From an optimization exercise on the open Yosys and OpenROAD flow, aimed at small area, a short achievable clock period and few clock cycles; shortcuts taken in it are not production practice. In this exercise RTL edits were held to simulation tests only and were not proved equivalent to the original. No activity file was given, so power comes from the tool's default toggle rates.

[flow/config.mk]
export PLATFORM = sky130hd
export DESIGN_NAME = cpu_and_device_burst_scheduler_core
export DESIGN_NICKNAME = cpu_and_device_burst_scheduler_core
export VERILOG_FILES = /design/flow/design.v
export SDC_FILE = /design/flow/constraint.sdc
export NUM_CORES = 4
export LEC_CHECK = 0
export CAP_MARGIN = 20
export CORE_MARGIN = 2
export CORE_UTILIZATION = 55
export SETUP_SLACK_MARGIN = 2.0
export SLEW_MARGIN = 20
[flow/constraint.sdc]
create_clock -name core_clock -period 6.5 [get_ports {clk}]
set_input_delay 1.3000 -clock core_clock [delete_from_list [all_inputs] [get_ports {clk}]]
set_output_delay 1.3000 -clock core_clock [all_outputs]
set_load 0.01 [all_outputs]
[flow/design.v]
`timescale 1ns / 1ps
package bsch_pkg;
  localparam logic [1:0] OP_ADD   = 2'd0;
  localparam logic [1:0] OP_BURST = 2'd1;
  localparam logic [1:0] OP_TICK  = 2'd2;
  localparam logic REG_POLICY     = 1'b0;
  localparam logic REG_TIME_SLICE = 1'b1;
  localparam logic POLICY_RR    = 1'b1;
  localparam logic KIND_RES     = 1'b1;
  localparam logic [7:0] SLICE_RESET = 8'd2;
  localparam logic [7:0] SLICE_SAT   = 8'd255;
  typedef struct packed {
    logic [1:0] operation;
    logic [7:0] process_id;
    logic [3:0] slot;
    logic [9:0] arrival_tick;
    logic       burst_kind;
    logic [7:0] burst_length;
  } in_item_t;
  typedef struct packed {
    logic [7:0] cpu_owner;
    logic [7:0] resource_owner;
    logic [9:0] tick_number;
    logic       all_finished;
    logic       time_overflow;
  } out_item_t;
  typedef struct packed {
    logic nonempty;
    logic full;
  } fifo_stat_t;
  typedef enum logic [3:0] {
    S_IDLE,
    S_SCAN_RD,
    S_SCAN_CMP,
    S_ROUTE_RD,
    S_ROUTE_WR,
    S_RES,
    S_RES_ID,
    S_RES_RUN,
    S_CPU,
    S_CPU_POP,
    S_CPU_ID,
    S_CPU_RUN,
    S_FIN
  } sched_state_t;
endpackage
`timescale 1ns / 1ps
module bsch_ram #(
  parameter int WIDTH = 8,
  parameter int DEPTH = 16
) (
  input  logic                                   clk,
  input  logic                                   we,
  input  logic [(DEPTH > 1 ? $clog2(DEPTH) : 1)-1:0] waddr,
  input  logic [WIDTH-1:0]                       wdata,
  input  logic [(DEPTH > 1 ? $clog2(DEPTH) : 1)-1:0] raddr,
  output logic [WIDTH-1:0]                       rdata
);
  logic [WIDTH-1:0] mem [DEPTH];
  always_ff @(posedge clk) begin
    if (we) begin
      mem[waddr] <= wdata;
    end
    rdata <= mem[raddr];
  end
endmodule
`timescale 1ns / 1ps
import bsch_pkg::*;
module bsch_fifo #(
  parameter int DEPTH = 16,
  parameter int W     = 4
) (
  input  logic         clk,
  input  logic         rst,
  input  logic         push,
  input  logic [W-1:0] push_data,
  input  logic         pop,
  output logic [W-1:0] head_data,
  output logic [1:0]   stat_bits
);
  bsch_pkg::fifo_stat_t stat;
  assign stat_bits = stat;
  localparam int PW = DEPTH > 1 ? $clog2(DEPTH) : 1;
  localparam int CW = $clog2(DEPTH + 1);
  logic [W-1:0]  mem [DEPTH];
  logic [PW-1:0] head;
  logic [CW-1:0] count;
  logic [CW:0]   tail_sum;
  logic [PW-1:0] tail;
  logic          do_push;
  logic          do_pop;
  assign tail_sum = (CW + 1)'(head) + (CW + 1)'(count);
  assign tail = (tail_sum >= (CW + 1)'(DEPTH)) ? PW'(tail_sum - (CW + 1)'(DEPTH))
                                               : PW'(tail_sum);
  assign stat.full     = (count == CW'(DEPTH));
  assign stat.nonempty = (count != '0);
  assign head_data     = mem[head];
  assign do_push = push && !stat.full;
  assign do_pop  = pop && stat.nonempty;
  always_ff @(posedge clk) begin
    if (do_push) begin
      mem[tail] <= push_data;
    end
  end
  always_ff @(posedge clk) begin
    if (rst) begin
      head  <= '0;
      count <= '0;
    end else begin
      if (do_pop) begin
        head <= (head == PW'(DEPTH - 1)) ? '0 : head + 1'b1;
      end
      case ({do_push, do_pop})
        2'b10:   count <= count + 1'b1;
        2'b01:   count <= count - 1'b1;
        default: count <= count;
      endcase
    end
  end
endmodule
`timescale 1ns / 1ps
import bsch_pkg::*;
module cpu_and_device_burst_scheduler_core #(
  parameter int PROC_SLOTS      = 16,
  parameter int BURSTS_PER_PROC = 8,
  parameter int MAX_TICKS       = 1024
) (
  input  logic      clk,
  input  logic      rst,
  input  logic      in_valid,
  output logic      in_ready,
  input  logic [32:0] in_data,
  output logic      out_valid,
  input  logic      out_ready,
  output logic [27:0] out_data,
  input  logic      cfg_write,
  input  logic      cfg_index,
  input  logic [7:0] cfg_data
);
  localparam int N  = 16;
  localparam int NB = 8;
  localparam int NA = N * (N - 1) / 2;
  function automatic integer aidx(input integer i, input integer j);
    aidx = i * N - (i * (i + 1)) / 2 + (j - i - 1);
  endfunction
  logic [1:0] in_op;
  logic [7:0] in_pid, in_len, in_lenm1;
  logic [3:0] in_slot;
  logic [9:0] in_arr;
  logic       in_kind;
  assign in_op    = in_data[32:31];
  assign in_pid   = in_data[30:23];
  assign in_slot  = in_data[22:19];
  assign in_arr   = in_data[18:9];
  assign in_kind  = in_data[8];
  assign in_len   = in_data[7:0];
  assign in_lenm1 = (in_len == 8'd0) ? 8'd0 : in_len - 8'd1;
  logic [N-1:0][7:0]         id_q;
  logic [N-1:0][9:0]         arr_q;
  logic [N-1:0][NB-1:0][8:0] bt_q;      
  logic [N-1:0][NB-1:0]      bv_q;      
  logic [N-1:0][NB-1:0]      nx_q;      
  logic [N-1:0][7:0]         tl_q;      
  logic [7:0]                cpu_rem_q, res_rem_q;   
  logic [N-1:0]              qr_q, qs_q, arrv_q, cpu_h_q, res_h_q;
  logic [N-1:0]              ld_q;      
  logic [N-1:0]              more_q;    
  logic [NA-1:0]             age_q;
  logic                      cpu_v_q, res_v_q, pend_q, ovf_q, pol_q, out_valid_q;
  logic [4:0]                L_q;
  logic [N-1:0]              fin_q;
  logic [10:0]               T_q;
  logic [7:0]                quant_q, slice_q, slice_inc;
  logic                      so_q;      
  logic [27:2]               out_q;
  assign out_valid = out_valid_q;
  assign out_data  = {out_q, !unfinished, ovf_q || (T_q[10] && unfinished)};
  assign in_ready  = !pend_q && (!out_valid_q || out_ready);
  logic accept, is_add, is_app, is_tick, add_ok;
  assign accept  = in_valid && in_ready;
  assign is_add  = accept && in_op == OP_ADD;
  assign is_app  = accept && in_op == OP_BURST;
  assign is_tick = accept && in_op == OP_TICK;
  assign add_ok  = is_add && !L_q[4];
  logic [N-1:0]      loaded, more, more2, one_tl, nb_one, empty, k0;
  logic [N-1:0][8:0] nb;
  always_comb begin
    for (int i = 0; i < N; i++) begin
      loaded[i] = ld_q[i];
      more[i]   = more_q[i];
      nb[i]     = '0;
      for (int k = 0; k < NB; k++) begin
        if (nx_q[i][k]) nb[i] = nb[i] | bt_q[i][k];
      end
      nb_one[i] = nb[i][7:0] == 8'd0;
      more2[i]  = |({nx_q[i][NB-2:0], 1'b0} & bv_q[i]);
      one_tl[i] = tl_q[i] == 8'd0;
      empty[i]  = !bv_q[i][0];
      k0[i]     = bt_q[i][0][8];
    end
  end
  logic [N-1:0] hr, hs;
  always_comb begin
    for (int i = 0; i < N; i++) begin
      hr[i] = qr_q[i];
      hs[i] = qs_q[i];
      for (int j = 0; j < N; j++) begin
        if (j != i) begin
          if (qr_q[j] && ((j < i) ? age_q[aidx(j, i)] : !age_q[aidx(i, j)])) hr[i] = 1'b0;
          if (qs_q[j] && ((j < i) ? age_q[aidx(j, i)] : !age_q[aidx(i, j)])) hs[i] = 1'b0;
        end
      end
    end
  end
  logic unfinished, active, tick_go;
  assign unfinished = |(loaded & ~fin_q);
  assign active     = !ovf_q && !T_q[10];
  assign tick_go    = is_tick && active;
  logic [N-1:0] a_e, a_s, a_r, las, lar;
  always_comb begin
    a_e = arrv_q & empty;
    a_s = arrv_q & ~empty & k0;
    a_r = arrv_q & ~empty & ~k0;
    for (int i = 0; i < N; i++) begin
      las[i] = a_s[i];
      lar[i] = a_r[i];
      for (int j = 0; j < i; j++) begin
        if (a_s[j]) las[i] = 1'b0;
        if (a_r[j]) lar[i] = 1'b0;
      end
    end
  end
  logic [N-1:0] r, nbk;
  logic         qs_ne, r_run, r_end, r_more, r_nb_one, r_kind, r_push, r_fin, r_pc, r_ps;
  logic [8:0]   r_nb;
  always_comb begin
    for (int i = 0; i < N; i++) nbk[i] = nb[i][8];
    qs_ne = |qs_q;
    r     = res_v_q ? res_h_q : (qs_ne ? hs : las);
    r_run = res_v_q || qs_ne || (|a_s);
    if (res_v_q) begin
      r_end    = res_rem_q == 8'd1;
      r_more   = |(res_h_q & more);
      r_nb_one = |(res_h_q & nb_one);
      r_kind   = |(res_h_q & nbk);
    end else if (qs_ne) begin
      r_end    = |(hs & one_tl);
      r_more   = |(hs & more);
      r_nb_one = |(hs & nb_one);
      r_kind   = |(hs & nbk);
    end else begin
      r_end    = |(las & one_tl);
      r_more   = |(las & more);
      r_nb_one = |(las & nb_one);
      r_kind   = |(las & nbk);
    end
    r_nb = '0;
    for (int i = 0; i < N; i++) if (r[i]) r_nb = r_nb | nb[i];
    r_push = r_end && r_more;
    r_fin  = r_end && !r_more;
    r_pc   = r_push && !r_kind;
    r_ps   = r_push && r_kind;
  end
  logic [N-1:0] h_nr, h, pc_vec;
  logic         slice_out, do_pop, preempt, qr_ne, ar_ne, rr, h_run, pick_q, pick_a;
  logic         c_end_nr, c_more_nr, c_kind_nr, c_end, stall, e_tick, c_fin;
  logic [8:0]   c_nb_nr;
  always_comb begin
    slice_out = so_q;
    slice_inc = (slice_q == SLICE_SAT) ? slice_q : slice_q + 8'd1;
    do_pop    = pol_q ? (!cpu_v_q || slice_out) : !cpu_v_q;
    preempt   = pol_q && cpu_v_q && slice_out;
    pc_vec    = preempt ? cpu_h_q : '0;
    qr_ne     = |qr_q;
    ar_ne     = |a_r;
    pick_q    = !pend_q && do_pop && qr_ne;
    pick_a    = !pend_q && do_pop && !qr_ne && ar_ne;
    h_nr      = pick_q ? hr : pick_a ? lar : cpu_h_q;
    if (pick_q) begin
      c_end_nr  = |(hr & one_tl);
      c_more_nr = |(hr & more);
      c_kind_nr = |(hr & nbk);
    end else if (pick_a) begin
      c_end_nr  = |(lar & one_tl);
      c_more_nr = |(lar & more);
      c_kind_nr = |(lar & nbk);
    end else begin
      c_end_nr  = cpu_v_q && cpu_rem_q == 8'd1;
      c_more_nr = |(cpu_h_q & more);
      c_kind_nr = |(cpu_h_q & nbk);
    end
    rr        = do_pop && !qr_ne && !ar_ne && r_pc;
    h         = rr ? r : h_nr;
    h_run     = rr || cpu_v_q || (do_pop && (qr_ne || ar_ne));
    c_nb_nr   = '0;
    for (int i = 0; i < N; i++) if (h_nr[i]) c_nb_nr = c_nb_nr | nb[i];
    c_end  = rr ? r_nb_one : c_end_nr;
    stall  = rr && r_nb_one;
    e_tick = !rr && c_end_nr && c_more_nr;
    c_fin  = !rr && c_end_nr && !c_more_nr;
  end
  logic [N-1:0] e_vec;
  logic         e_kind, e_fin;
  always_comb begin
    e_kind = c_kind_nr;
    if (pend_q) begin
      e_vec = c_more_nr ? cpu_h_q : '0;
      e_fin = !c_more_nr;
    end else begin
      e_vec = (tick_go && e_tick) ? h_nr : '0;
      e_fin = tick_go && c_fin;
    end
  end
  logic [N-1:0] fin_n;
  always_comb begin
    fin_n = fin_q;
    if (pend_q) begin
      if (e_fin) fin_n = fin_n | cpu_h_q;
    end else if (tick_go) begin
      fin_n = fin_n | a_e | (r_fin ? r : '0) | (c_fin ? h_nr : '0);
    end
  end
  logic [7:0] id_r, id_h, cpu_own, tl_r, tl_h;
  always_comb begin
    id_r = '0;
    id_h = '0;
    tl_r = '0;
    tl_h = '0;
    for (int i = 0; i < N; i++) begin
      if (r[i])    tl_r = tl_r | tl_q[i];
      if (h_nr[i]) tl_h = tl_h | tl_q[i];
      if (r[i])    id_r = id_r | id_q[i];
      if (h_nr[i]) id_h = id_h | id_q[i];
    end
    cpu_own = rr ? id_r : id_h;
  end
  logic [N-1:0] p_a, p_r, p_c, p_late, qr_n, qs_n;
  always_comb begin
    qr_n = qr_q;
    qs_n = qs_q;
    p_a  = '0;
    p_r  = '0;
    p_c  = '0;
    if (tick_go) begin
      p_a  = a_s | a_r;
      p_r  = r_push ? r : '0;
      p_c  = pc_vec;
      qr_n = ((qr_q | a_r | (r_pc ? r : '0) | pc_vec) & ~(do_pop ? h : '0))
             | (e_kind ? '0 : e_vec);
      qs_n = ((qs_q | a_s) & ~(res_v_q ? '0 : r)) | (r_ps ? r : '0)
             | (e_kind ? e_vec : '0);
    end else if (pend_q) begin
      qr_n = qr_q | (e_kind ? '0 : e_vec);
      qs_n = qs_q | (e_kind ? e_vec : '0);
    end
    p_late = p_r | p_c | e_vec;
  end
  always_ff @(posedge clk) begin
    for (int i = 0; i < N; i++) begin
      for (int j = i + 1; j < N; j++) begin
        if (p_late[j]) begin
          age_q[aidx(i, j)] <= !p_late[i] || (p_r[i] && (p_c[j] || e_vec[j])) ||
                               (p_c[i] && !e_vec[i] && e_vec[j]);
        end else if (p_late[i]) begin
          age_q[aidx(i, j)] <= 1'b0;
        end else if (p_a[j]) begin
          age_q[aidx(i, j)] <= 1'b1;
        end else if (p_a[i]) begin
          age_q[aidx(i, j)] <= 1'b0;
        end
      end
    end
    for (int i = 0; i < N; i++) begin
      if (add_ok && L_q[3:0] == 4'(i)) begin
        id_q[i]  <= in_pid;
        arr_q[i] <= in_arr;
        bv_q[i]   <= '0;
        nx_q[i]   <= 8'b0000_0010;
        more_q[i] <= 1'b0;
      end
      if (is_app && in_slot == 4'(i) && loaded[i] && !bv_q[i][NB-1]) begin
        for (int k = 0; k < NB; k++) begin
          if (bv_q[i][k] == 1'b0 && (k == 0 || bv_q[i][k-1])) bt_q[i][k] <= {in_kind, in_lenm1};
        end
        bv_q[i]   <= {bv_q[i][NB-2:0], 1'b1};
        more_q[i] <= |(nx_q[i] & {bv_q[i][NB-2:0], 1'b1});
        if (empty[i]) tl_q[i] <= in_lenm1;
      end
      if (tick_go) begin
        if (preempt && cpu_h_q[i]) tl_q[i] <= cpu_rem_q - 8'd1;
        if (r[i] && r_push) begin
          nx_q[i]   <= {nx_q[i][NB-2:0], 1'b0};
          more_q[i] <= more2[i];
          tl_q[i]   <= r_nb[7:0];
        end
        if (h_nr[i] && e_tick) begin
          nx_q[i]   <= {nx_q[i][NB-2:0], 1'b0};
          more_q[i] <= more2[i];
          tl_q[i]   <= c_nb_nr[7:0];
        end
      end
      if (pend_q && cpu_h_q[i] && c_more_nr) begin
        nx_q[i]   <= {nx_q[i][NB-2:0], 1'b0};
        more_q[i] <= more2[i];
        tl_q[i]   <= c_nb_nr[7:0];
      end
    end
    if (tick_go) begin
      if (res_v_q) res_rem_q <= res_rem_q - 8'd1;
      else         res_rem_q <= tl_r;
      if (rr) cpu_rem_q <= r_nb[7:0];
      else if (pick_q || pick_a) cpu_rem_q <= tl_h;
      else cpu_rem_q <= cpu_rem_q - 8'd1;
    end
    if (rst) begin
      L_q         <= '0;
      fin_q       <= '0;
      ld_q        <= '0;
      T_q         <= '0;
      ovf_q       <= 1'b0;
      pol_q       <= 1'b0;
      quant_q     <= SLICE_RESET;
      slice_q     <= '0;
      so_q        <= 1'b0;
      cpu_v_q     <= 1'b0;
      res_v_q     <= 1'b0;
      cpu_h_q     <= '0;
      res_h_q     <= '0;
      pend_q      <= 1'b0;
      qr_q        <= '0;
      qs_q        <= '0;
      arrv_q      <= '0;
      out_valid_q <= 1'b0;
    end else begin
      if (cfg_write) begin
        if (cfg_index == REG_POLICY) pol_q   <= cfg_data[0];
        else begin
          quant_q <= cfg_data;
          so_q    <= slice_q >= cfg_data;
        end
      end
      if (add_ok) begin
        L_q <= L_q + 5'd1;
        for (int i = 0; i < N; i++) if (L_q[3:0] == 4'(i)) ld_q[i] <= 1'b1;
      end
      qr_q <= qr_n;
      qs_q <= qs_n;
      for (int i = 0; i < N; i++) begin
        if (tick_go) arrv_q[i] <= loaded[i] && ({1'b0, arr_q[i]} == T_q + 11'd1);
        else if (add_ok && L_q[3:0] == 4'(i)) arrv_q[i] <= {1'b0, in_arr} == T_q;
      end
      if (out_valid_q && out_ready) out_valid_q <= 1'b0;
      pend_q <= 1'b0;
      if (pend_q) begin
        fin_q          <= fin_n;
        out_valid_q    <= 1'b1;
        cpu_h_q        <= '0;
      end else if (is_tick) begin
        ovf_q <= ovf_q || (unfinished && T_q[10]);
        if (!active) begin
          out_q       <= {8'd0, 8'd0, T_q[9:0]};
          out_valid_q <= 1'b1;
        end else begin
          if (unfinished) T_q <= T_q + 11'd1;
          res_v_q  <= r_run && !r_end;
          res_h_q  <= r_end ? '0 : r;
          cpu_v_q  <= h_run && !c_end;
          cpu_h_q  <= c_end ? '0 : h;
          slice_q  <= (!h_run || c_end) ? 8'd0 : do_pop ? 8'd1 : slice_inc;
          so_q     <= (!h_run || c_end) ? (quant_q == 8'd0) :
                      do_pop ? (quant_q <= 8'd1) : (slice_inc >= quant_q);
          out_q[27:2] <= {cpu_own, id_r, T_q[9:0]};
          if (stall) begin
            pend_q   <= 1'b1;
            cpu_h_q  <= r;
            fin_q    <= fin_n;
          end else begin
            fin_q       <= fin_n;
            out_valid_q <= 1'b1;
          end
        end
      end
    end
  end
endmodule
[flow/run.sh]
#!/bin/bash
# synth_recipe.tcl (not shown) runs the flow's synth.tcl, then flattens the netlist and writes it again
# the make line also repeats each setting of config.mk as NAME=value (left out here)
make -C /OpenROAD-flow-scripts/flow DESIGN_CONFIG=/design/flow/config.mk WORK_HOME=/design/flow/orfs CLKGATE_MAP_FILE= SYNTH_SCRIPT=/design/flow/synth_recipe.tcl finish
==> results by group, run 1 <==
Logic synthesis
  • Post-synth EDFFs: between 1500 and 2000
  • Count leader, synth: edfxtp_1
  • Synth cell count leaders: edfxtp_1, a22oi_1, nand2_1
  • Syn Area/Cell: ~12 um2
  • Flops & latches, synth: about 2200
  • Synth unique cells: 89
  • Synth area leader: edfxtp_1
  • Top-area cell type share of the netlist area: around 52%
  • Post-synthesis cell count: between 8000 and 9000
  • Post-synth ARST share: 0%
  • Top_reg_cell synth: edfxtp_1
  • Synthesized cell area: 99500 um2
  • Ys Warns: 2
  • Synth top area cells: edfxtp_1, dfxtp_1, a22oi_1, nand2_1, a21oi_1
  • Register area share after synthesis: about three fifths
  • Synth Net Count: between 8000 and 9000

Detailed routing
  • Via density: 8.21
  • Vias: between 90000 and 100k
  • Iteration-0 DRC Markers: roughly 22000
  • Final ANT Viol Nets: 0
  • Residual DRC: 0
  • Router iterations before antenna repair: 14
  • Final WL: around 550000 um
  • Routed WL per cell: ~47 um

Worst setup path
  • Endpoint class of the critical path: register
  • Setup CP Type: reg2reg
  • CP startpoint kind: register
  • RR Startpoint: tl_q[104]
  • CP startpoint: tl_q[104]
  • Max Fanout on Critical Path: 13
  • Critical Path RT: between 7000 and 8000 ps
  • Crit path DAT: 6000 ps

Clock network
  • Max Root-Sink Buffers: 3
  • Skew-Pair Late Insertion Delay: roughly 960 ps
  • # hold bufs at CTS: 0
  • Clock root buffer: clkbuf_16
  • CTS Buf Count: 210
  • # H-tree levels: 4
  • CTS tree: yes
  • Clock sinks: approximately 2200
  • Worst-path clk slew: approximately 70 ps

Final layout
  • Synth-to-layout area growth: 16.6%
  • Fill cell count: about 13000
  • Final net count: a little over 9000
  • Layout cells sized above 1: approximately 16%

Timing
  • Final setup viols: 0
  • Highest Clock Rate: about 200 MHz
  • Sum Neg Setup Slack: 0 ps
  • Minimum clock period: 5130 ps
  • Fin. max-slew vios: 0
  • Final WS setup: about 1400 ps
  • Final Skew: 84.0 ps
  • Hold Fails Final Rpt: 0
  • Worst Max-Slew Pin Slew: ~1400 ps
  • Slew headroom: 6.10%
  • RSZ-0062 raised after global routing: true
  • Tcrit/Tclk final: just under 80%

GRT
  • Final global-route overflow total: 0
  • Initial antenna violation count: between 60 and 70
  • Pin count of the biggest net entering global routing: about 130
  • Vias in the first global route: roughly 87000
  • First-pass GRT wire length: roughly 720000 um
  • Total track usage: a little under three fifths

Placement
  • Place WS: 683 ps
  • Dpl hpwl: about 370000 um
  • I/O Buffers: 76
  • Gpl congestion: between 1 and 1.5

Pwr
  • Pwr dens: between 300 and 400 nW/um2
  • Pleak: between 40 and 50 nW
  • Peak supply drop: ~0.32 mV

Floorplan
  • I/O pin cnt: 77
  • Site Rows: about 160
  • Die area: ~180000 um2
  • Core ar.: 180000 um2
  • Initial Util: 55.2%
  • Die H: 429 um
  • Die outline width: approximately 430 um

Worst hold path
  • Min-Delay Path Class: reg2reg
  • Hold path startpoint: fin_q[6]

Run status
  • Status: no timing/DRC/antenna violations

Flow run
  • Max cap viols: 0
## per-stage QoR
stage	std cells	hold WS [ps]	instance area [um2]	utilization, %	power, mW
after floorplan	8645	406	99500	-	19.0
after global placement	11000	460	106000	58.7	23.1
after detailed placement	11000	466	106000	58.7	23.2
after CTS	11400	475	115000	63.5	36.4
after global routing	11500	491	116000	64.3	37.8
final	11600	486	116000	64.4	38.0
## power by group
| group | switching [mW] | internal, mW |
|---|---|---|
| Clock | 5.98 | 7.49 |
| Sequential | 1.25 | 15.4 |
| Combinational | 5.65 | 2.24 |
## critical path, cell delays in order, from the launching register on
cell and delay [ps]:
dfxtp_1 470, nor4_4 1240, nand4_1 340, a21oi_1 240, o31ai_1 90, a41oi_1 290
o31a_1 250, buf_12 140, o21ba_4 230, a21oi_4 80, buf_4 160, bufbuf_16 300
a21oi_1 630, o211a_1 390, a22o_1 170
## cells in the final DEF (no fill, tap or decap), types with 33 or more instances in the layout
cell and count:
edfxtp_1 1714, a22oi_1 983, nand2_1 768, buf_4 621, dfxtp_1 393, a21oi_1 391
nor2_1 388, o21ai_0 279, nand4_1 256, clkbuf_16 213, nand3_1 203, and2_1 169
inv_1 165, nand2b_1 164, a221oi_1 147, o22ai_1 146, mux2i_1 124, a22o_1 114
nor2b_1 108, xor2_1 99, xnor2_1 98, o2111ai_1 87, nor3_1 83, clkdlybuf4s50_1 74
a222oi_1 70, diode_2 66, o221ai_1 63, nor4_1 60, o211ai_1 54, a211oi_1 43
a31oi_1 42, or4_1 40, a21o_1 40, buf_12 40, and3_1 39, dfxtp_2 39
clkinv_1 37, mux2_2 33
## cells by family after synthesis
family                     share of synthesized area [%]
DFF                                                 60.5
buffers and inverters                               3.28
AOI/OAI and AO/OA                                   19.6
muxes                                               1.63
adders and majority gates                          0.339
and+or+nand+nor                                     12.7
xor gates and xnor gates                            1.87
## area by class of cell
cell class              instances  area, um2  area share, %
diodes                         66        165          0.142
multi-input cells            5662      37800           32.6
repair buffers                762       6600           5.69
flip-flops and latches       2153      60300           52.0
inverters                     183        747          0.643
clock buffers                 257       5610           4.84
clock inverters               141       1830           1.58
well taps                    2370       2970           2.55
## what timing repair did
item                       4_1_cts  5_1_grt
gates resized for setup        130      132
gates cloned                     2        5
setup endpoints to repair      612      624
setup buffers                   60       79
pin swaps                       23       42
## metal layers
| metal | up-vias | track usage (%) | share of wire [%] |
|---|---|---|---|
| met5 | - | 1.51 | 0.17 |
| met4 | 44 | 44.1 | 11 |
| met3 | 3482 | 29.5 | 18 |
| met2 | 11600 | 76.4 | 39 |
| met1 | 45300 | 67.5 | 32 |
| li1 | 34700 | - | - |
## sequential cells by signal, summed over array words and instances (netlist names), 26 cells and up
register and flops:
bt_q 1152, arr_q 160, bv_q 128, id_q 128, nx_q 128, tl_q 128
age_q 120, out_q 26
## path summary, 6_finish.rpt
path / endpoint / slack (ps) / depth (start not counted)
max: nx_q[11] / 1370 / 14
max reg2reg: nx_q[11] / 1370 / 14
min: fin_q[6] / 490 / 2
min reg2reg: fin_q[6] / 490 / 2
Testbench counts, summed over its fixed seeds: cycles 11,436.
==> run 2, diff against run 1 <==
--- a/flow/design.v
+++ b/flow/design.v
@@ -162,9 +162,13 @@
   logic [N-1:0][NB-1:0]      nx_q;      
   logic [N-1:0][7:0]         tl_q;      
   logic [7:0]                cpu_rem_q, res_rem_q;   
+  logic [N-1:0]              otl_q;     
+  logic [N-1:0]              nbk_q;     
   logic [N-1:0]              qr_q, qs_q, arrv_q, cpu_h_q, res_h_q;
   logic [N-1:0]              ld_q;      
   logic [N-1:0]              more_q;    
+  logic [N-1:0]              lar_q, las_q;        
+  logic                      ar_ne_q, as_ne_q;    
   logic [NA-1:0]             age_q;
   logic                      cpu_v_q, res_v_q, pend_q, ovf_q, pol_q, out_valid_q;
   logic [4:0]                L_q;
@@ -182,7 +186,10 @@
   assign is_app  = accept && in_op == OP_BURST;
   assign is_tick = accept && in_op == OP_TICK;
   assign add_ok  = is_add && !L_q[4];
-  logic [N-1:0]      loaded, more, more2, one_tl, nb_one, empty, k0;
+  logic pre_add, pre_app;
+  assign pre_add = in_valid && in_op == OP_ADD && !L_q[4];
+  assign pre_app = in_valid && in_op == OP_BURST;
+  logic [N-1:0]      loaded, more, more2, one_tl, nb_one, empty, k0, nbk2;
   logic [N-1:0][8:0] nb;
   always_comb begin
     for (int i = 0; i < N; i++) begin
@@ -193,8 +200,12 @@
         if (nx_q[i][k]) nb[i] = nb[i] | bt_q[i][k];
       end
       nb_one[i] = nb[i][7:0] == 8'd0;
+      nbk2[i]   = 1'b0;
+      for (int k = 1; k < NB; k++) begin
+        if (nx_q[i][k-1]) nbk2[i] = nbk2[i] | bt_q[i][k][8];
+      end
       more2[i]  = |({nx_q[i][NB-2:0], 1'b0} & bv_q[i]);
-      one_tl[i] = tl_q[i] == 8'd0;
+      one_tl[i] = otl_q[i];
       empty[i]  = !bv_q[i][0];
       k0[i]     = bt_q[i][0][8];
     end
@@ -221,23 +232,17 @@
     a_e = arrv_q & empty;
     a_s = arrv_q & ~empty & k0;
     a_r = arrv_q & ~empty & ~k0;
-    for (int i = 0; i < N; i++) begin
-      las[i] = a_s[i];
-      lar[i] = a_r[i];
-      for (int j = 0; j < i; j++) begin
-        if (a_s[j]) las[i] = 1'b0;
-        if (a_r[j]) lar[i] = 1'b0;
-      end
-    end
+    las = las_q;
+    lar = lar_q;
   end
   logic [N-1:0] r, nbk;
   logic         qs_ne, r_run, r_end, r_more, r_nb_one, r_kind, r_push, r_fin, r_pc, r_ps;
   logic [8:0]   r_nb;
   always_comb begin
-    for (int i = 0; i < N; i++) nbk[i] = nb[i][8];
+    nbk = nbk_q;
     qs_ne = |qs_q;
     r     = res_v_q ? res_h_q : (qs_ne ? hs : las);
-    r_run = res_v_q || qs_ne || (|a_s);
+    r_run = res_v_q || qs_ne || as_ne_q;
     if (res_v_q) begin
       r_end    = res_rem_q == 8'd1;
       r_more   = |(res_h_q & more);
@@ -272,7 +277,7 @@
     preempt   = pol_q && cpu_v_q && slice_out;
     pc_vec    = preempt ? cpu_h_q : '0;
     qr_ne     = |qr_q;
-    ar_ne     = |a_r;
+    ar_ne     = ar_ne_q;
     pick_q    = !pend_q && do_pop && qr_ne;
     pick_a    = !pend_q && do_pop && !qr_ne && ar_ne;
     h_nr      = pick_q ? hr : pick_a ? lar : cpu_h_q;
@@ -355,6 +360,50 @@
     end
     p_late = p_r | p_c | e_vec;
   end
+  logic [N-1:0] tw1, tw2, tw3;
+  logic [7:0]   tw_bus1, tw_bus3;
+  logic         tw_one1, tw_one2, tw_one3, c_nb_one;
+  always_comb begin
+    tw_bus1 = tick_go ? r_nb[7:0] : in_lenm1;
+    tw_bus3 = cpu_rem_q - 8'd1;
+    c_nb_one = |(h_nr & nb_one);
+    tw_one1 = tick_go ? r_nb_one : (in_lenm1 == 8'd0);
+    tw_one2 = c_nb_one;
+    tw_one3 = cpu_rem_q == 8'd1;
+    for (int i = 0; i < N; i++) begin
+      tw1[i] = (pre_app && in_slot == 4'(i) && loaded[i] && empty[i]) ||
+               (tick_go && r[i] && r_push);
+      tw2[i] = (tick_go && h_nr[i] && e_tick) || (pend_q && cpu_h_q[i] && c_more_nr);
+      tw3[i] = tick_go && preempt && cpu_h_q[i] && !tw2[i];
+    end
+  end
+  logic [N-1:0] arrv_n, ne_n, k0_n, as_n, ar_n, las_n, lar_n;
+  always_comb begin
+    for (int i = 0; i < N; i++) begin
+      arrv_n[i] = arrv_q[i];
+      ne_n[i]   = !empty[i];
+      k0_n[i]   = k0[i];
+      if (tick_go) arrv_n[i] = loaded[i] && ({1'b0, arr_q[i]} == T_q + 11'd1);
+      else if (add_ok && L_q[3:0] == 4'(i)) begin
+        arrv_n[i] = {1'b0, in_arr} == T_q;
+        ne_n[i]   = 1'b0;
+      end
+      if (is_app && in_slot == 4'(i) && loaded[i] && empty[i]) begin
+        ne_n[i] = 1'b1;
+        k0_n[i] = in_kind;
+      end
+    end
+    as_n = arrv_n & ne_n & k0_n;
+    ar_n = arrv_n & ne_n & ~k0_n;
+    for (int i = 0; i < N; i++) begin
+      las_n[i] = as_n[i];
+      lar_n[i] = ar_n[i];
+      for (int j = 0; j < i; j++) begin
+        if (as_n[j]) las_n[i] = 1'b0;
+        if (ar_n[j]) lar_n[i] = 1'b0;
+      end
+    end
+  end
   always_ff @(posedge clk) begin
     for (int i = 0; i < N; i++) begin
       for (int j = i + 1; j < N; j++) begin
@@ -371,38 +420,48 @@
       end
     end
     for (int i = 0; i < N; i++) begin
-      if (add_ok && L_q[3:0] == 4'(i)) begin
+      if (pre_add && L_q[3:0] == 4'(i)) begin
         id_q[i]  <= in_pid;
         arr_q[i] <= in_arr;
+      end
+      if (pre_app && in_slot == 4'(i) && loaded[i] && !bv_q[i][NB-1]) begin
+        for (int k = 0; k < NB; k++) begin
+          if (bv_q[i][k] == 1'b0 && (k == 0 || bv_q[i][k-1])) bt_q[i][k] <= {in_kind, in_lenm1};
+        end
+      end
+      if (add_ok && L_q[3:0] == 4'(i)) begin
         bv_q[i]   <= '0;
         nx_q[i]   <= 8'b0000_0010;
         more_q[i] <= 1'b0;
       end
       if (is_app && in_slot == 4'(i) && loaded[i] && !bv_q[i][NB-1]) begin
-        for (int k = 0; k < NB; k++) begin
-          if (bv_q[i][k] == 1'b0 && (k == 0 || bv_q[i][k-1])) bt_q[i][k] <= {in_kind, in_lenm1};
-        end
         bv_q[i]   <= {bv_q[i][NB-2:0], 1'b1};
         more_q[i] <= |(nx_q[i] & {bv_q[i][NB-2:0], 1'b1});
-        if (empty[i]) tl_q[i] <= in_lenm1;
+        for (int k = 0; k < NB; k++) begin
+          if (nx_q[i][k] && bv_q[i][k] == 1'b0 && (k == 0 || bv_q[i][k-1])) nbk_q[i] <= in_kind;
+        end
+      end
+      if (tw1[i] || tw2[i] || tw3[i]) begin
+        tl_q[i] <= ({8{tw1[i]}} & tw_bus1) | ({8{tw2[i]}} & c_nb_nr[7:0]) |
+                   ({8{tw3[i]}} & tw_bus3);
+        otl_q[i] <= (tw1[i] && tw_one1) || (tw2[i] && tw_one2) || (tw3[i] && tw_one3);
       end
       if (tick_go) begin
-        if (preempt && cpu_h_q[i]) tl_q[i] <= cpu_rem_q - 8'd1;
         if (r[i] && r_push) begin
           nx_q[i]   <= {nx_q[i][NB-2:0], 1'b0};
           more_q[i] <= more2[i];
-          tl_q[i]   <= r_nb[7:0];
+          nbk_q[i]  <= nbk2[i];
         end
         if (h_nr[i] && e_tick) begin
           nx_q[i]   <= {nx_q[i][NB-2:0], 1'b0};
           more_q[i] <= more2[i];
-          tl_q[i]   <= c_nb_nr[7:0];
+          nbk_q[i]  <= nbk2[i];
         end
       end
       if (pend_q && cpu_h_q[i] && c_more_nr) begin
         nx_q[i]   <= {nx_q[i][NB-2:0], 1'b0};
         more_q[i] <= more2[i];
-        tl_q[i]   <= c_nb_nr[7:0];
+        nbk_q[i]  <= nbk2[i];
       end
     end
     if (tick_go) begin
@@ -430,6 +489,10 @@
       qr_q        <= '0;
       qs_q        <= '0;
       arrv_q      <= '0;
+      las_q       <= '0;
+      lar_q       <= '0;
+      as_ne_q     <= 1'b0;
+      ar_ne_q     <= 1'b0;
       out_valid_q <= 1'b0;
     end else begin
       if (cfg_write) begin
@@ -445,10 +508,11 @@
       end
       qr_q <= qr_n;
       qs_q <= qs_n;
-      for (int i = 0; i < N; i++) begin
-        if (tick_go) arrv_q[i] <= loaded[i] && ({1'b0, arr_q[i]} == T_q + 11'd1);
-        else if (add_ok && L_q[3:0] == 4'(i)) arrv_q[i] <= {1'b0, in_arr} == T_q;
-      end
+      arrv_q  <= arrv_n;
+      las_q   <= las_n;
+      lar_q   <= lar_n;
+      as_ne_q <= |as_n;
+      ar_ne_q <= |ar_n;
       if (out_valid_q && out_ready) out_valid_q <= 1'b0;
       pend_q <= 1'b0;
       if (pend_q) begin
--- a/flow/config.mk
+++ b/flow/config.mk
@@ -8,5 +8,7 @@
 export CAP_MARGIN = 20
 export CORE_MARGIN = 2
 export CORE_UTILIZATION = 55
+export CTS_CLUSTER_DIAMETER = 100
+export CTS_CLUSTER_SIZE = 22
 export SETUP_SLACK_MARGIN = 2.0
 export SLEW_MARGIN = 20
==> run 2 against run 1 <==
Net effect:
- wire length fell by 17%
- first-iteration DRC count fell by 15%
- setup slack better by 500 ps
- register-to-register slack better by 500 ps
- count of clock-buffer cells in the layout is 55 lower
- sequential cell count is 66 higher
- still clean
- clock skew fell by 24 ps
- utilization decreased by 3.2 points
- fmax rose by 11%
- critical endpoint is now tl_q[22]
==> results by group, run 2 <==
Floorplan
  • I/O pin cnt: 77 (unchanged)
  • Die outline width: 433 um (was 429 um)
  • Core ar.: 183000 um2 (was 180000 um2)
  • Die area: 187000 um2 (was 184000 um2)
  • Initial Util: 55.3% (was 55.2%)
  • Site Rows: 157 (was 156)
  • Die H: 433 um (was 429 um)

Placement
  • I/O Buffers: 76 (unchanged)
  • Dpl hpwl: 317000 um (was 369000 um)
  • Gpl congestion: 1.13 (was 1.14)
  • Place WS: 325 ps (was 683 ps)
  • DP Area: 106000 um2 (about the same)

Logic synthesis
  • Synthesized cell area: 101000 um2 (was 99500 um2)
  • Count leader, synth: edfxtp_1 (unchanged)
  • Post-synth ARST share: 0% (unchanged)
  • Ys Warns: 3 (was 2)
  • Top-area cell type share of the netlist area: 55.1% (was 51.7%)
  • Top_reg_cell synth: edfxtp_1 (unchanged)
  • Synth top area cells: edfxtp_1, a22oi_1, dfxtp_1, nand2_1, nand3_1 (was edfxtp_1, dfxtp_1, a22oi_1, nand2_1, a21oi_1)
  • Syn Area/Cell: 11.9 um2 (was 11.5 um2)
  • Register area share after synthesis: 62.3% (was 60.5%)
  • Post-synth EDFFs: 1858 (was 1714)
  • Synth Net Count: 8575 (was 8719)
  • Flops & latches, synth: 2219 (was 2153)
  • Post-synthesis cell count: 8500 (was 8645)
  • Synth unique cells: 98 (was 89)
  • Synth area leader: edfxtp_1 (unchanged)
  • Synth cell count leaders: edfxtp_1, a22oi_1, nand2_1 (unchanged)

Detailed routing
  • Iteration-0 DRC Markers: 18300 (was 21500)
  • Vias: 85600 (was 95100)
  • Router iterations before antenna repair: 11 (was 14)
  • Routed WL per cell: 40.6 um (was 47.1 um)
  • Final WL: 456000 um (was 546000 um)
  • Residual DRC: 0 (unchanged)
  • Final ANT Viol Nets: 0 (unchanged)
  • Via density: 7.62 (was 8.21)

GRT
  • Final global-route overflow total: 0 (unchanged)
  • Total track usage: 47.7% (was 56.6%)
  • Initial antenna violation count: 54 (was 64)
  • First-pass GRT wire length: 623000 um (was 722000 um)
  • Pin count of the biggest net entering global routing: 129 (unchanged)
  • Vias in the first global route: 77700 (was 86900)

Worst hold path
  • Min-Delay Path Class: reg2reg (unchanged)

Final layout
  • Fill cell count: 14400 (was 12600)
  • Largest register by flop count: bt_q (unchanged)
  • Layout cells sized above 1: 11.8% (was 15.6%)
  • Largest regs: bt_q (1152), arr_q (160) (unchanged)
  • Final Util: 61.2% (was 64.4%)
  • Most common cell after layout, fill and taps aside: edfxtp_1 (unchanged)
  • Post-route cell area: 112000 um2 (was 116000 um2)
  • Max reg flops: 1152 (unchanged)
  • Most frequent cells in the layout: edfxtp_1, a22oi_1, nand2_1 (unchanged)
  • Final net count: 8700 (was 9046)
  • Synth-to-layout area growth: 10.5% (was 16.6%)

Pwr
  • Post-layout power: 28.4 mW (was 38.0 mW)
  • Pleak: 36.1 nW (was 40.1 nW)
  • Pwr dens: 254 nW/um2 (was 327 nW/um2)
  • Peak supply drop: 0.322 mV (was 0.321 mV)

Worst setup path
  • Worst path slowest cell: dfxtp_1 (was nor4_4)
  • Max Fanout on Critical Path: 9 (was 13)
  • Critical Path RT: 7010 ps (was 7370 ps)
  • Crit-path most repeated cell: buf_4 (was a21oi_1)
  • Crit path DAT: 5150 ps (was 6000 ps)
  • Endpoint class of the critical path: register (unchanged)
  • CP startpoint kind: register (unchanged)
  • Crit path largest cell delay: 730 ps (was 1240 ps)
  • CP cell instances: clkinvlp_4, buf_4, o2111ai_1, nor4_2, buf_4, a222oi_1, nand3_1, o31ai_2, buf_4, inv_1, o2111ai_4, buf_12, o21ai_1, nor2_1, nand2_2 (was nor4_4, nand4_1, a21oi_1, o31ai_1, a41oi_1, o31a_1, buf_12, o21ba_4, a21oi_4, buf_4, bufbuf_16, a21oi_1, o211a_1, a22o_1)
  • Setup CP Type: reg2reg (unchanged)

Timing
  • Slew headroom: 5.68% (was 6.10%)
  • Highest Clock Rate: 216 MHz (was 195 MHz)
  • Worst Max-Slew Pin Slew: 1410 ps (was 1400 ps)
  • Final WS setup: 1860 ps (was 1370 ps)
  • Minimum clock period: 4640 ps (was 5130 ps)
  • RSZ-0062 raised after global routing: true (unchanged)
  • Sum Neg Setup Slack: 0 ps (unchanged)
  • Tcrit/Tclk final: 71.3% (was 79.0%)
  • Final Skew: 60.3 ps (was 84.0 ps)
  • Hold Fails Final Rpt: 0 (unchanged)
  • Fin. max-slew vios: 0 (unchanged)
  • Final setup viols: 0 (unchanged)

Clock network
  • # hold bufs at CTS: 0 (unchanged)
  • CTS Buf Count: 115 (was 210)
  • Max Root-Sink Buffers: 3 (unchanged)
  • Skew-Pair Late Insertion Delay: 870 ps (was 960 ps)
  • Worst-path clk slew: 110 ps (was 70 ps)
  • Clock sinks: 2219 (was 2153)
  • CTS tree: yes (unchanged)
  • Clock root buffer: clkbuf_16 (unchanged)
  • # H-tree levels: 3 (was 4)

Run status
  • Status: no timing/DRC/antenna violations (unchanged)

Flow run
  • Max cap viols: 0 (unchanged)
run 2: cell count changes after synthesis, moves of 78 or more:
cell / delta
a21oi_1: -127
buf_2: +121
clkbuf_1: -131
dfxtp_1: -78
edfxtp_1: +144
mux2i_1: -88
nand3_1: +92
nor2b_1: -119
nor3b_1: +99
run 2: path summary, 6_finish.rpt:
| check | from | endpoint | slack [ps] | cells past startpoint |
|---|---|---|---|---|
| worst min-delay path | quant_q[2] | quant_q[2] | 470 | 2 |
| worst max register to register | qr_q[14] | tl_q[22] | 1860 | 15 |
| worst min register to register | quant_q[2] | quant_q[2] | 470 | 2 |
| worst max-delay path | qr_q[14] | tl_q[22] | 1860 | 15 |
run 2: metrics by stage:
stage	instances	hold slack, ps
after floorplan	8500	403
after global placement	10800	449
after detailed placement	10900	457
after CTS	11100	473
after global routing	11200	498
final	11200	466
run 2: repair_timing:
| item | in CTS | in global routing |
|---|---|---|
| pin swaps | 35 | 28 |
| setup endpoints to repair | 714 | 618 |
| resized for setup | 103 | 74 |
| buffers inserted | 74 | 43 |
| endpoints found under the hold margin | 0 | 0 |
| gates cloned | 1 | 0 |
run 2: area by class of cell:
type	instances	area (um2)	share of cell area [%]
clock buffer	202	3230	2.88
sequential	2219	63100	56.4
timing repair buffer	642	5260	4.71
tap	2464	3080	2.76
clock inverter	18	308	0.275
multi-input combinational	5481	36200	32.3
antenna	37	92.6	0.0828
inverter	166	659	0.589
run 2: logic make-up (layout without fill, tap and decap cells):
kind of cell    count (synthesis)  count (layout)  synth area share (%)
compound gates               2529            2529                  18.2
fa+ha+maj                      28              28                 0.346
xor+xnor                      207             207                  2.01
other cells                     0              37                     0
mux                            40              40                 0.399
buf+inv                       800            1028                  3.28
flops                        2219            2219                  62.3
simple gates                 2677            2677                  13.5
run 2: critical path: cells and delay by family (launching register included):
kind,cells,cell delay [ps]
simple gates,4,1130
compound gates,5,1110
buf+inv,6,1310
flops,1,730
run 2: per-layer routing:
layer	GRT usage, %	share of wire, %
met5	2.00	0.24
met3	22.8	16
met4	30.6	8.6
met2	64.5	40
met1	60.5	35
run 2: power by group:
group | switching [mW] | internal (mW) | total, mW | leakage, nW
Clock | 4.72 | 3.51 | 8.23 | 1.67
Combinational | 3.10 | 0.997 | 4.10 | 14.5
Sequential | 0.542 | 15.6 | 16.1 | 19.9
Total | 8.37 | 20.1 | 28.4 | 36.1
Testbench counts of run 2, summed over its fixed seeds: cycles 11,436.
==> run 3, diff against run 2 <==
--- a/flow/config.mk
+++ b/flow/config.mk
@@ -10,5 +10,5 @@
 export CORE_UTILIZATION = 55
 export CTS_CLUSTER_DIAMETER = 100
 export CTS_CLUSTER_SIZE = 22
-export SETUP_SLACK_MARGIN = 2.0
+export SETUP_SLACK_MARGIN = 2.3
 export SLEW_MARGIN = 20
==> run 3 against run 2 <==
Net effect:
- still clean on timing, DRC and antenna
- register-to-register slack better by 210 ps
- worst hold slack lost 4.2 ps
- global-route usage increased by 1.4 points
- sequential cell count did not move
- setup slack better by 210 ps
- sequential power hardly changed
- first-iteration DRC count increased by 0.54%
- sequential share of layout area down 1.1 points
- clock skew shrank 7.7 ps
- fmax increased by 4.7%
- count of clock-buffer cells in the layout is 1 higher
- final area rose by 1.9%
- critical path type unchanged
- largest cell class unchanged
- largest power group unchanged
==> results by group, run 3 <==
Run status
  • Status: no timing/DRC/antenna violations (unchanged)

Timing
  • Sum Neg Setup Slack: 0 ps (unchanged)
  • Worst Max-Slew Pin Slew: 1210 ps (was 1410 ps)
  • Fin. max-slew vios: 0 (unchanged)
  • Highest Clock Rate: 226 MHz (was 216 MHz)
  • Slew headroom: 19.1% (was 5.68%)
  • Minimum clock period: 4430 ps (was 4640 ps)
  • Final setup viols: 0 (unchanged)
  • RSZ-0062 raised after global routing: true (unchanged)
  • Tcrit/Tclk final: 68.1% (was 71.3%)
  • Hold Fails Final Rpt: 0 (unchanged)
  • Final Skew: 52.6 ps (was 60.3 ps)
  • WHS: 462 ps (was 466 ps)

Worst setup path
  • Endpoint class of the critical path: register (unchanged)
  • CP bufs+invs: 4 (was 6)
  • Worst path slowest cell: buf_4 (was dfxtp_1)
  • Crit path largest cell delay: 560 ps (was 730 ps)
  • Setup CP Type: reg2reg (unchanged)
  • Max Fanout on Critical Path: 25 (was 9)
  • CP startpoint kind: register (unchanged)
  • CP cell instances: buf_4, nor4_1, and4_4, buf_4, and2_1, o31a_2, buf_4, nand2_1, nand3_1, buf_6, o22ai_1 (was clkinvlp_4, buf_4, o2111ai_1, nor4_2, buf_4, a222oi_1, nand3_1, o31ai_2, buf_4, inv_1, o2111ai_4, buf_12, o21ai_1, nor2_1, nand2_2)
  • CP delay by family, top: simple AND/OR/NAND/NOR gates (was buffers and inverters)
  • Crit-path most repeated cell: buf_4 (unchanged)
  • Crit path DAT: 4970 ps (was 5150 ps)
  • Critical Path RT: 7040 ps (was 7010 ps)

Placement
  • Dpl cells: 10900 (about the same)
  • Gpl congestion: 1.14 (was 1.13)
  • Dpl hpwl: 329000 um (was 317000 um)
  • I/O Buffers: 76 (unchanged)

Final layout
  • Most frequent cells in the layout: edfxtp_1, a22oi_1, nand2_1 (unchanged)
  • Max reg flops: 1152 (unchanged)
  • Final net count: 8891 (was 8700)
  • Sequential cell area: 63100 um2 (about the same)
  • Final Util: 62.4% (was 61.2%)
  • Largest regs: bt_q (1152), arr_q (160) (unchanged)
  • Fill cell count: 14200 (was 14400)
  • Most common cell after layout, fill and taps aside: edfxtp_1 (unchanged)
  • Layout cells sized above 1: 14.8% (was 11.8%)
  • Synth-to-layout area growth: 12.7% (was 10.5%)
  • Finished Layout Cells: 11400 (was 11200)
  • Footprint of the multi-input gates: 36700 um2 (was 36200 um2)
  • Largest register by flop count: bt_q (unchanged)

Detailed routing
  • Final ANT Viol Nets: 0 (unchanged)
  • Residual DRC: 0 (unchanged)
  • Via density: 7.61 (was 7.62)
  • Vias: 86900 (was 85600)
  • Final WL: 470000 um (was 456000 um)
  • Router iterations before antenna repair: 12 (was 11)
  • Iteration-0 DRC Markers: 18400 (was 18300)
  • Routed WL per cell: 41.1 um (was 40.6 um)

Clock network
  • Max Root-Sink Buffers: 3 (unchanged)
  • Skew-Pair Late Insertion Delay: 860 ps (was 870 ps)
  • Clock root buffer: clkbuf_16 (unchanged)
  • Clock sinks: 2219 (unchanged)
  • Worst-path clk slew: 100 ps (was 110 ps)
  • # H-tree levels: 3 (unchanged)
  • CTS Buf Count: 115 (unchanged)
  • CTS tree: yes (unchanged)

GRT
  • Vias in the first global route: 79100 (was 77700)
  • Total track usage: 49.1% (was 47.7%)
  • First-pass GRT wire length: 638000 um (was 623000 um)
  • Final global-route overflow total: 0 (unchanged)
  • Initial antenna violation count: 53 (was 54)
  • Pin count of the biggest net entering global routing: 129 (unchanged)

Floorplan
  • Core ar.: 183000 um2 (unchanged)
  • Site Rows: 157 (unchanged)
  • I/O pin cnt: 77 (unchanged)
  • Die area: 187000 um2 (unchanged)
  • Die H: 433 um (unchanged)
  • Initial Util: 55.3% (unchanged)
  • Die outline width: 433 um (unchanged)

Pwr
  • Peak supply drop: 0.294 mV (was 0.322 mV)
  • Pwr dens: 250 nW/um2 (was 254 nW/um2)
  • Pleak: 37.3 nW (was 36.1 nW)

Logic synthesis
  • Post-synth EDFFs: 1858 (unchanged)
  • Synth unique cells: 98 (unchanged)
  • Post-synth ARST share: 0% (unchanged)
  • Flops & latches, synth: 2219 (unchanged)
  • Synth top area cells: edfxtp_1, a22oi_1, dfxtp_1, nand2_1, nand3_1 (unchanged)
  • Synthesized cell area: 101000 um2 (unchanged)
  • Post-synthesis cell count: 8500 (unchanged)
  • Synth Net Count: 8575 (unchanged)
  • Count leader, synth: edfxtp_1 (unchanged)
  • Synth area leader: edfxtp_1 (unchanged)
  • Syn Area/Cell: 11.9 um2 (unchanged)
  • Register area share after synthesis: 62.3% (unchanged)
  • Synth cell count leaders: edfxtp_1, a22oi_1, nand2_1 (unchanged)
  • Top-area cell type share of the netlist area: 55.1% (unchanged)
  • Top_reg_cell synth: edfxtp_1 (unchanged)
  • Ys Warns: 3 (unchanged)

Worst hold path
  • Min-Delay Path Class: reg2reg (unchanged)

Flow run
  • Max cap viols: 0 (unchanged)
==> run 3: cell types whose count changed in the layout (fill, tap and decap cells not counted), sizes merged <==
cell	change
a21boi	+1
buf	+191
bufbuf	-1
bufinv	-2
clkbuf	+4
clkdlybuf4s50	-5
clkinvlp	-1
diode	+2
dlygate4sd2	+1
dlymetal6s2s	+1
inv	+2
==> run 3: logic make-up after synthesis <==
logic type               count (synthesis)  share of synthesized area (%)
adder cells (fa/ha/maj)                 28                          0.346
buffers and inverters                  800                           3.28
XOR/XNOR                               207                           2.01
flip-flops                            2219                           62.3
AND/OR/NAND/NOR                       2677                           13.5
multiplexers                            40                          0.399
AO/OA/AOI/OAI                         2529                           18.2
==> run 3: path summary, 6_finish.rpt <==
check | start | slack [ps] | end | cells after the start
setup / recovery | qs_q[7] | 2070 | age_q[99] | 11
hold / removal | quant_q[2] | 460 | quant_q[2] | 2
setup reg to reg | qs_q[7] | 2070 | age_q[99] | 11
hold reg to reg | quant_q[2] | 460 | quant_q[2] | 2
==> run 3: per-stage QoR <==
step,cell area (um2),setup slack [ps],power (mW)
floorplan,101000,1750,17.7
global placement,107000,937,19.9
detailed placement,107000,847,19.9
CTS,112000,2200,27.9
global route,114000,2240,28.8
finish,114000,2070,28.5
==> run 3: cell type report <==
class,instances,area share [%]
clock inverter,17,0.190
sequential,2219,55.3
inverter,166,0.584
clock buffer,203,2.89
antenna,39,0.0856
tap,2464,2.70
multi-input combinational,5482,32.2
timing repair buffer,832,6.07
==> run 3: where the power goes <==
group          switching (mW)  total [mW]  internal, mW  leakage [nW]
registers               0.583        16.1          15.6          19.9
logic                    3.12        4.23          1.11          15.7
clock network            4.67        8.17          3.50          1.67
==> run 3: worst min-delay path: stages, from the launching register on <==
cell and delay, ps:
dfxtp_1 310, nand2_1 50, a21oi_1 50
==> run 3: per-layer routing <==
metal	up-vias	share of wire [%]	GRT usage [%]
met3	2478	17	24.5
met1	42000	34	61.1
met2	8348	40	66.8
met4	60	9.1	32.3
met5	-	0.25	2.29
li1	34000	-	-
==> run 3: timing repair <==
action / CTS / global route
pin swaps: 40 / 61
gates cloned: 0 / 1
buffers inserted: 93 / 126
resized for setup: 153 / 182
endpoints found under the setup margin: 797 / 702
hold buffers: 0 / 0
==> run 4, diff against run 3 <==
--- a/flow/design.v
+++ b/flow/design.v
@@ -169,6 +169,7 @@
   logic [N-1:0]              more_q;    
   logic [N-1:0]              lar_q, las_q;        
   logic                      ar_ne_q, as_ne_q;    
+  logic                      qr_ne_q, qs_ne_q;    
   logic [NA-1:0]             age_q;
   logic                      cpu_v_q, res_v_q, pend_q, ovf_q, pol_q, out_valid_q;
   logic [4:0]                L_q;
@@ -240,7 +241,7 @@
   logic [8:0]   r_nb;
   always_comb begin
     nbk = nbk_q;
-    qs_ne = |qs_q;
+    qs_ne = qs_ne_q;
     r     = res_v_q ? res_h_q : (qs_ne ? hs : las);
     r_run = res_v_q || qs_ne || as_ne_q;
     if (res_v_q) begin
@@ -276,7 +277,7 @@
     do_pop    = pol_q ? (!cpu_v_q || slice_out) : !cpu_v_q;
     preempt   = pol_q && cpu_v_q && slice_out;
     pc_vec    = preempt ? cpu_h_q : '0;
-    qr_ne     = |qr_q;
+    qr_ne     = qr_ne_q;
     ar_ne     = ar_ne_q;
     pick_q    = !pend_q && do_pop && qr_ne;
     pick_a    = !pend_q && do_pop && !qr_ne && ar_ne;
@@ -377,6 +378,33 @@
       tw3[i] = tick_go && preempt && cpu_h_q[i] && !tw2[i];
     end
   end
+  function automatic logic ge2(input logic [N-1:0] v);
+    logic seen;
+    seen = 1'b0;
+    ge2  = 1'b0;
+    for (integer i = 0; i < N; i = i + 1) begin
+      if (v[i] && seen) ge2 = 1'b1;
+      if (v[i]) seen = 1'b1;
+    end
+  endfunction
+  logic qs_ne_n, qr_ne_n, e_any, r_t1, r_t2;
+  always_comb begin
+    e_any   = pend_q ? c_more_nr : (tick_go && e_tick);
+    qs_ne_n = qs_ne_q;
+    qr_ne_n = qr_ne_q;
+    r_t1 = qr_ne_q || ar_ne_q || r_pc || preempt;
+    r_t2 = ge2(qr_q) || ge2(a_r) || (qr_ne_q && ar_ne_q) ||
+           ((qr_ne_q || ar_ne_q) && (r_pc || preempt)) || (r_pc && preempt);
+    if (tick_go) begin
+      qs_ne_n = (res_v_q ? (qs_ne_q || as_ne_q)
+                         : (ge2(qs_q) || ge2(a_s) || (qs_ne_q && as_ne_q))) ||
+                r_ps || (e_kind && e_any);
+      qr_ne_n = (do_pop ? r_t2 : r_t1) || (!e_kind && e_any);
+    end else if (pend_q) begin
+      qs_ne_n = qs_ne_q || (e_kind && e_any);
+      qr_ne_n = qr_ne_q || (!e_kind && e_any);
+    end
+  end
   logic [N-1:0] arrv_n, ne_n, k0_n, as_n, ar_n, las_n, lar_n;
   always_comb begin
     for (int i = 0; i < N; i++) begin
@@ -492,6 +520,8 @@
       las_q       <= '0;
       lar_q       <= '0;
       as_ne_q     <= 1'b0;
+      qs_ne_q     <= 1'b0;
+      qr_ne_q     <= 1'b0;
       ar_ne_q     <= 1'b0;
       out_valid_q <= 1'b0;
     end else begin
@@ -512,6 +542,8 @@
       las_q   <= las_n;
       lar_q   <= lar_n;
       as_ne_q <= |as_n;
+      qs_ne_q <= qs_ne_n;
+      qr_ne_q <= qr_ne_n;
       ar_ne_q <= |ar_n;
       if (out_valid_q && out_ready) out_valid_q <= 1'b0;
       pend_q <= 1'b0;
--- a/flow/config.mk
+++ b/flow/config.mk
@@ -10,5 +10,5 @@
 export CORE_UTILIZATION = 55
 export CTS_CLUSTER_DIAMETER = 100
 export CTS_CLUSTER_SIZE = 22
-export SETUP_SLACK_MARGIN = 2.3
+export SETUP_SLACK_MARGIN = 2.0
 export SLEW_MARGIN = 20
==> run 4 against run 3 <==
Net effect:
- combinational power is 78% lower
- synthesized cell count is 2.2% higher
- largest cell class unchanged
- global-route usage is 1.2 points higher
- largest power group unchanged
- critical path type unchanged
- sequential cell count is 2 higher
==> results by group, run 4 <==
Placement
  • I/O Buffers: 76 (unchanged)
  • Dpl cells: 11200 (was 10900)
  • Place WS: 798 ps (was 847 ps)
  • Dpl hpwl: 348000 um (was 329000 um)
  • DP Area: 108000 um2 (was 107000 um2)
  • Gpl congestion: 1.14 (about the same)

GRT
  • Vias in the first global route: 81100 (was 79100)
  • Total track usage: 50.3% (was 49.1%)
  • Global route hottest layer: met2 (unchanged)
  • Initial antenna violation count: 52 (was 53)
  • Pin count of the biggest net entering global routing: 129 (unchanged)
  • Met1 Usage GRT: 63.7% (was 61.1%)
  • Final global-route overflow total: 0 (unchanged)
  • First-pass GRT wire length: 665000 um (was 638000 um)
  • M3 GR Usage: 24.4% (was 24.5%)
  • Met2 Resource Use GR: 67.1% (was 66.8%)

Worst hold path
  • Worst Hold Path EP: fin_q[15] (was quant_q[2])
  • Hold path startpoint: fin_q[15] (was quant_q[2])
  • Min-Delay Path Class: reg2reg (unchanged)
  • WHS Path Cells: 2 (unchanged)

Logic synthesis
  • Flops & latches, synth: 2221 (was 2219)
  • Count leader, synth: edfxtp_1 (unchanged)
  • Synth Net Count: 8763 (was 8575)
  • Synthesized cell area: 102000 um2 (was 101000 um2)
  • Post-synth ARST share: 0% (unchanged)
  • Synth unique cells: 103 (was 98)
  • Synth top area cells: edfxtp_1, dfxtp_1, a22oi_1, nand2_1, clkbuf_1 (was edfxtp_1, a22oi_1, dfxtp_1, nand2_1, nand3_1)
  • Syn Area/Cell: 11.8 um2 (was 11.9 um2)
  • Register area share after synthesis: 61.6% (was 62.3%)
  • Ys Warns: 3 (unchanged)
  • Post-synth EDFFs: 1858 (unchanged)
  • Top-area cell type share of the netlist area: 54.5% (was 55.1%)
  • Post-synthesis cell count: 8688 (was 8500)
  • Synth area leader: edfxtp_1 (unchanged)
  • Synth cell count leaders: edfxtp_1, nand2_1, a22oi_1 (was edfxtp_1, a22oi_1, nand2_1)
  • Top_reg_cell synth: edfxtp_1 (unchanged)

Pwr
  • Pwr dens: 217 nW/um2 (was 250 nW/um2)
  • Switching share of power: 22.4% (was 29.3%)
  • Peak supply drop: 0.319 mV (was 0.294 mV)
  • Psw: 5.53 mW (was 8.37 mW)
  • Cell Int Power: 19.1 mW (was 20.2 mW)
  • Gate power share: 3.9% (was 14.8%)
  • Clk pwr share: 33.2% (was 28.6%)
  • Pleak: 36.8 nW (was 37.3 nW)
  • Part of the power in registers: 62.9% (was 56.5%)

Timing
  • Minimum clock period: 4720 ps (was 4430 ps)
  • Final WS setup: 1780 ps (was 2070 ps)
  • Hold Fails Final Rpt: 0 (unchanged)
  • Slew headroom: 3.21% (was 19.1%)
  • Tcrit/Tclk final: 72.6% (was 68.1%)
  • Sum Neg Setup Slack: 0 ps (unchanged)
  • Worst Max-Slew Pin Slew: 1440 ps (was 1210 ps)
  • Highest Clock Rate: 212 MHz (was 226 MHz)
  • Final Skew: 79.2 ps (was 52.6 ps)
  • Fin. max-slew vios: 0 (unchanged)
  • Final setup viols: 0 (unchanged)
  • RSZ-0062 raised after global routing: true (unchanged)

Worst setup path
  • Critical Path RT: 7210 ps (was 7040 ps)
  • CP startpoint kind: register (unchanged)
  • Endpoint class of the critical path: register (unchanged)
  • Crit path DAT: 5430 ps (was 4970 ps)
  • R2r setup slk: 1780 ps (was 2070 ps)
  • Register-to-Register Path Depth: 15 (was 11)
  • Max Fanout on Critical Path: 21 (was 25)
  • CP startpoint: qr_q[10] (was qs_q[7])
  • Reg2Reg Capture Point: age_q[117] (was age_q[99])
  • Setup CP Type: reg2reg (unchanged)
  • RR Startpoint: qr_q[10] (was qs_q[7])

Clock network
  • Clock root buffer: clkbuf_16 (unchanged)
  • CTS tree: yes (unchanged)
  • # H-tree levels: 3 (unchanged)
  • # hold bufs at CTS: 0 (unchanged)
  • Worst-path clk slew: 100 ps (about the same)
  • Max Root-Sink Buffers: 3 (unchanged)
  • Clock sinks: 2221 (was 2219)
  • Skew-Pair Late Insertion Delay: 860 ps (about the same)
  • CTS Buf Count: 115 (unchanged)

Floorplan
  • Die H: 436 um (was 433 um)
  • Core ar.: 185000 um2 (was 183000 um2)
  • I/O pin cnt: 77 (unchanged)
  • Initial Util: 55.3% (about the same)
  • Die area: 190000 um2 (was 187000 um2)
  • Site Rows: 158 (was 157)
  • Die outline width: 436 um (was 433 um)

Final layout
  • Finished Layout Cells: 11500 (was 11400)
  • Synth-to-layout area growth: 10.6% (was 12.7%)
  • Most frequent cells in the layout: edfxtp_1, nand2_1, a22oi_1 (was edfxtp_1, a22oi_1, nand2_1)
  • Max reg flops: 1152 (unchanged)
  • Layout cells sized above 1: 12.1% (was 14.8%)
  • Largest regs: bt_q (1152), arr_q (160) (unchanged)
  • Largest register by flop count: bt_q (unchanged)
  • Final net count: 8935 (was 8891)
  • Most common cell after layout, fill and taps aside: edfxtp_1 (unchanged)
  • Post-route cell area: 113000 um2 (was 114000 um2)
  • Fill cell count: 14400 (was 14200)

Detailed routing
  • Final ANT Viol Nets: 0 (unchanged)
  • Via density: 7.82 (was 7.61)
  • Router iterations before antenna repair: 14 (was 12)
  • Iteration-0 DRC Markers: 18800 (was 18400)
  • Routed WL per cell: 42.8 um (was 41.1 um)
  • Residual DRC: 0 (unchanged)
  • Final WL: 492000 um (was 470000 um)
  • Vias: 89900 (was 86900)

Run status
  • Status: no timing/DRC/antenna violations (unchanged)

Flow run
  • Max cap viols: 0 (unchanged)
run 4: power by group through the flow:
| stage | sequential, mW | clock, mW | combinational [mW] |
|---|---|---|---|
| after floorplan | 15.8 | 0 | 0.408 |
| after global placement | 15.8 | 0 | 0.851 |
| after detailed placement | 15.8 | 0 | 0.867 |
| after CTS | 15.5 | 8.13 | 0.883 |
| after global routing | 15.5 | 8.57 | 0.959 |
| final | 15.5 | 8.18 | 0.951 |
run 4: per-layer routing:
| layer | up-vias | wire, um |
|---|---|---|
| li1 | 34500 | - |
| met1 | 43800 | 170000 |
| met2 | 9059 | 194000 |
| met3 | 2491 | 82400 |
| met4 | 48 | 45100 |
| met5 | - | 415 |
run 4: cells by family after synthesis:
kind of cell,share of synthesized area [%]
simple gates,13.9
compound gates,18.2
flops,61.6
buf+inv,3.12
xor+xnor,2.18
mux,0.621
fa+ha+maj,0.381
run 4: repair_timing:
item / 4_1_cts / 5_1_grt
pin swaps: 14 / 24
gates resized for setup: 84 / 89
cloned: 1 / 0
setup buffers: 19 / 51
setup endpoints to repair: 786 / 534
run 4: layout make-up:
class	instances	area, um2	share of cell area [%]
sequential	2221	63100	55.7
multi-input combinational	5666	37200	32.9
timing repair buffer	680	5490	4.85
clock buffer	200	3220	2.84
tap	2480	3100	2.74
inverter	176	688	0.608
clock inverter	19	282	0.249
antenna	57	143	0.126
run 4: worst max path at each step:
stage | endpoint | slack (ps) | depth (start not counted)
4_1_cts | qs_q[8] | 1980 | 12
3_3_place_gp | qr_q[10] | 850 | 14
6_report | age_q[117] | 1780 | 15
2_1_floorplan | bt_q[0] | 940 | 4
3_5_place_dp | age_q[29] | 800 | 15
5_1_grt | slice_q[0] | 1950 | 13
run 4: critical path, stage by stage (launching register included):
cell and delay (ps):
dfxtp_2 470, inv_1 520, o2111ai_1 230, nor4_2 630, buf_4 310, a22oi_1 110, nand4_1 160, o31ai_1 160
nor2_4 310, buf_4 200, o2111ai_2 180, nand2_1 330, buf_6 370, nand3_1 310, o221ai_1 170, buf_4 150
run 4: per-stage QoR:
stage               utilization (%)  hold slack, ps  total power [mW]
floorplan                         -             403              16.2
global placement               58.5             464              16.7
detailed placement             58.5             467              16.7
CTS                            60.7             482              24.5
global route                   61.1             514              25.0
finish                         61.1             485              24.6
Testbench counts of run 4, summed over its fixed seeds: cycles 11,436.

what the ideal ports hide:
In the flow no input, the clock included, has a driving cell. The finished layouts below were timed again as built, in two steps.
Step 1 assumes that a clkbuf_16 drives the clock port and a buf_2 every other input.
Step 2 times the ports against the registers' clock, not the clock port: input delays grow and output delays shrink by t, the midpoint of the rising clock arrivals with the driver on.
a / b / c = ideal ports / drivers / drivers and shift; a / b = the first two.
| run | shift t [ns] | setup slack, ns | hold slack, ns | latest minus earliest clock arrival (ns) |
|---|---|---|---|---|
| run 1 | 1.020 | 1.365 / 1.365 / 1.071 | 0.486 / 0.486 / 0.486 | 0.090 / 0.090 |
| run 2 | 0.941 | 1.865 / 1.865 / 1.139 | 0.466 / 0.466 / 0.466 | 0.063 / 0.063 |
| run 3 | 0.920 | 2.073 / 2.073 / 1.303 | 0.462 / 0.462 / 0.462 | 0.054 / 0.054 |
| run 4 | 0.917 | 1.780 / 1.780 / 1.126 | 0.485 / 0.485 / 0.485 | 0.079 / 0.079 |
After both steps every run listed still meets setup and hold. The setup slack of run 3, which loses most, moves by 0.000 ns with the drivers and by -0.770 ns with both steps.
